From an optimization exercise on the open Yosys and OpenROAD flow, aimed at a short achievable clock period and few clock cycles; shortcuts taken in it are not production practice.
Function was checked by simulation only, so behaviour that the tests miss may differ from the original.

==> flow/design.v (excerpt) <==
module rv_core (
    input  logic              clk,
    input  logic              reset,
    output rv_pkg::word_t     instr_addr,
    input  rv_pkg::word_t     instr_data,
    output logic              wb_valid,
    output rv_pkg::reg_addr_t wb_rd,
    output rv_pkg::word_t     wb_data
);
==> flow/config.mk <==
export PLATFORM = sky130hd
export DESIGN_NAME = rv_core
export DESIGN_NICKNAME = rv_core
export VERILOG_FILES = /design/flow/design.v
export SDC_FILE = /design/flow/constraint.sdc
export NUM_CORES = 4
export LEC_CHECK = 0
export ABC_CLOCK_PERIOD_IN_PS = 3000
export CAP_MARGIN = 40
export CORE_MARGIN = 2
export CORE_UTILIZATION = 40
export SETUP_SLACK_MARGIN = 3.8
export SLEW_MARGIN = 40
==> flow/constraint.sdc <==
create_clock -name core_clock -period 7.0 [get_ports {clk}]
set_input_delay 1.4000 -clock core_clock [delete_from_list [all_inputs] [get_ports {clk}]]
set_output_delay 1.4000 -clock core_clock [all_outputs]
set_load 0.01 [all_outputs]
run.sh (not shown) runs the stock make flow with config.mk's settings and CLKGATE_MAP_FILE= SYNTH_SCRIPT=/design/flow/synth_recipe.tcl, a recipe that flattens the netlist after the stock synthesis.
Testbench counts at the start, summed over its fixed seeds: cycles 15,694.
Then changed:
--- a/flow/design.v
+++ b/flow/design.v
@@ -209,51 +209,58 @@
     assign rd        = instr_data[11:7];
     assign f3        = instr_data[14:12];
     assign rs1       = instr_data[19:15];
     assign rs2       = instr_data[24:20];
     assign is_reg    = opcode == 7'b0110011;
     assign is_imm    = opcode == 7'b0010011;
     assign is_load   = opcode == 7'b0000011;
     assign is_store  = opcode == 7'b0100011;
     assign is_branch = opcode == 7'b1100011;
     assign imm_i     = {{20{instr_data[31]}}, instr_data[31:20]};
     assign imm_s     = {{20{instr_data[31]}}, instr_data[31:25], instr_data[11:7]};
     assign br_off    = {instr_data[7], instr_data[30:25], instr_data[11:9]};
-    assign rv1 = (rs1 == 5'd0) ? 32'd0 :
-                 (res_valid && res_rd == rs1) ? res_data : regs[rs1];
-    assign rv2 = (rs2 == 5'd0) ? 32'd0 :
-                 (res_valid && res_rd == rs2) ? res_data : regs[rs2];
+    logic [31:0] regs_rd [32];
+    always_comb begin
+        regs_rd[0] = '0;
+        for (int r = 1; r < 32; r++) regs_rd[r] = regs[r];
+    end
+    assign rv1 = (res_valid && res_rd == rs1) ? res_data : regs_rd[rs1];
+    assign rv2 = (res_valid && res_rd == rs2) ? res_data : regs_rd[rs2];
     assign ex_wv = ex_we && !ex_kill;
     assign fwd1  = ex_wv && ex_rd == rs1;
     assign fwd2  = ex_wv && ex_rd == rs2;
     logic is_addop;
     assign is_addop = (is_reg || is_imm) && (f3 == 3'b000 || f3 == 3'b010 || f3 == 3'b011);
     assign stall    = ((is_load || is_store) && fwd1) || (is_addop && (fwd1 || (is_reg && fwd2)));
     assign mimm     = is_store ? imm_s[7:0] : imm_i[7:0];
+    logic [63:0] s0;
     assign ma   = rv1[7:2];
     assign mb   = mimm[7:2];
     assign mcin = (rv1[1] & mimm[1]) | ((rv1[1] | mimm[1]) & rv1[0] & mimm[0]);
     assign mt   = ma ^ mb;
     assign mg   = ma & mb;
     assign mp   = ma | mb;
     always_comb begin
         for (int w = 0; w < 64; w++) begin
             logic [5:0] kw;
             logic [5:0] cneed;
             logic [5:0] cgen;
             kw    = 6'(w);
             cneed = mt ^ kw;
-            cgen[0] = mcin;
+            cgen[0] = 1'b0;
             for (int i = 1; i < 6; i++) cgen[i] = kw[i-1] ? mg[i-1] : mp[i-1];
-            msel[w] = &(cneed ~^ cgen);
+            s0[w] = &(cneed ~^ cgen);
+        end
+        for (int w = 0; w < 64; w++) begin
+            msel[w] = mcin ? s0[(w + 63) % 64] : s0[w];
         end
     end
     logic        res_zero;
     logic [31:0] zk;
     logic        ex_kz;
     logic        z1;
     logic        z2;
     logic        pred_eq;
     assign res_zero = ~|res_data;
     assign ex_kz    = ex_zk && ex_zero;
     always_comb begin
         zk[0] = 1'b1;
Effect: The new run produced a clean layout; synthesized area goes down by 0.46%; final area shrinks by 0.86%; die area decreases by 0.46%; global-route usage went down by 1.9 points; worst setup slack improves by 0.56 ns; wire length came out lower by 3.7%; sequential cell count stays the same.
Testbench counts after the change, summed over its fixed seeds: cycles 15,694.

[port drivers added, routing unchanged]
No port has a modelled driver above. Below, the same layouts with a new extraction and two added sets of constraints. Step 1: set_driving_cell puts a clkbuf_16 on clk and a buf_2 on each other input, an assumption about the parent block. Step 2 adds t to the input delays and takes it off the output delays; t is the mean of the earliest and latest rising clock arrival at the registers after step 1. Input paths then give back, and output paths get back, about the clock's delay inside the block. Slacks: ideal / step 1 / step 2; pairs: ideal / step 1.
| run | shift t [ns] | slack for setup (ns) | worst hold slack (ns) | clock arrival spread, ns |
|---|---|---|---|---|
| the first run | 1.116 | 2.736 / 2.775 / 1.659 | 0.473 / 0.473 / 0.473 | 0.143 / 0.144 |
| the second run | 1.163 | 3.294 / 3.362 / 2.199 | 0.473 / 0.473 / 0.473 | 0.083 / 0.083 |
After both steps every run listed still meets setup and hold. For the second run, which loses most, drivers alone change the setup slack by +0.068 ns; drivers and shift together by -1.095 ns.
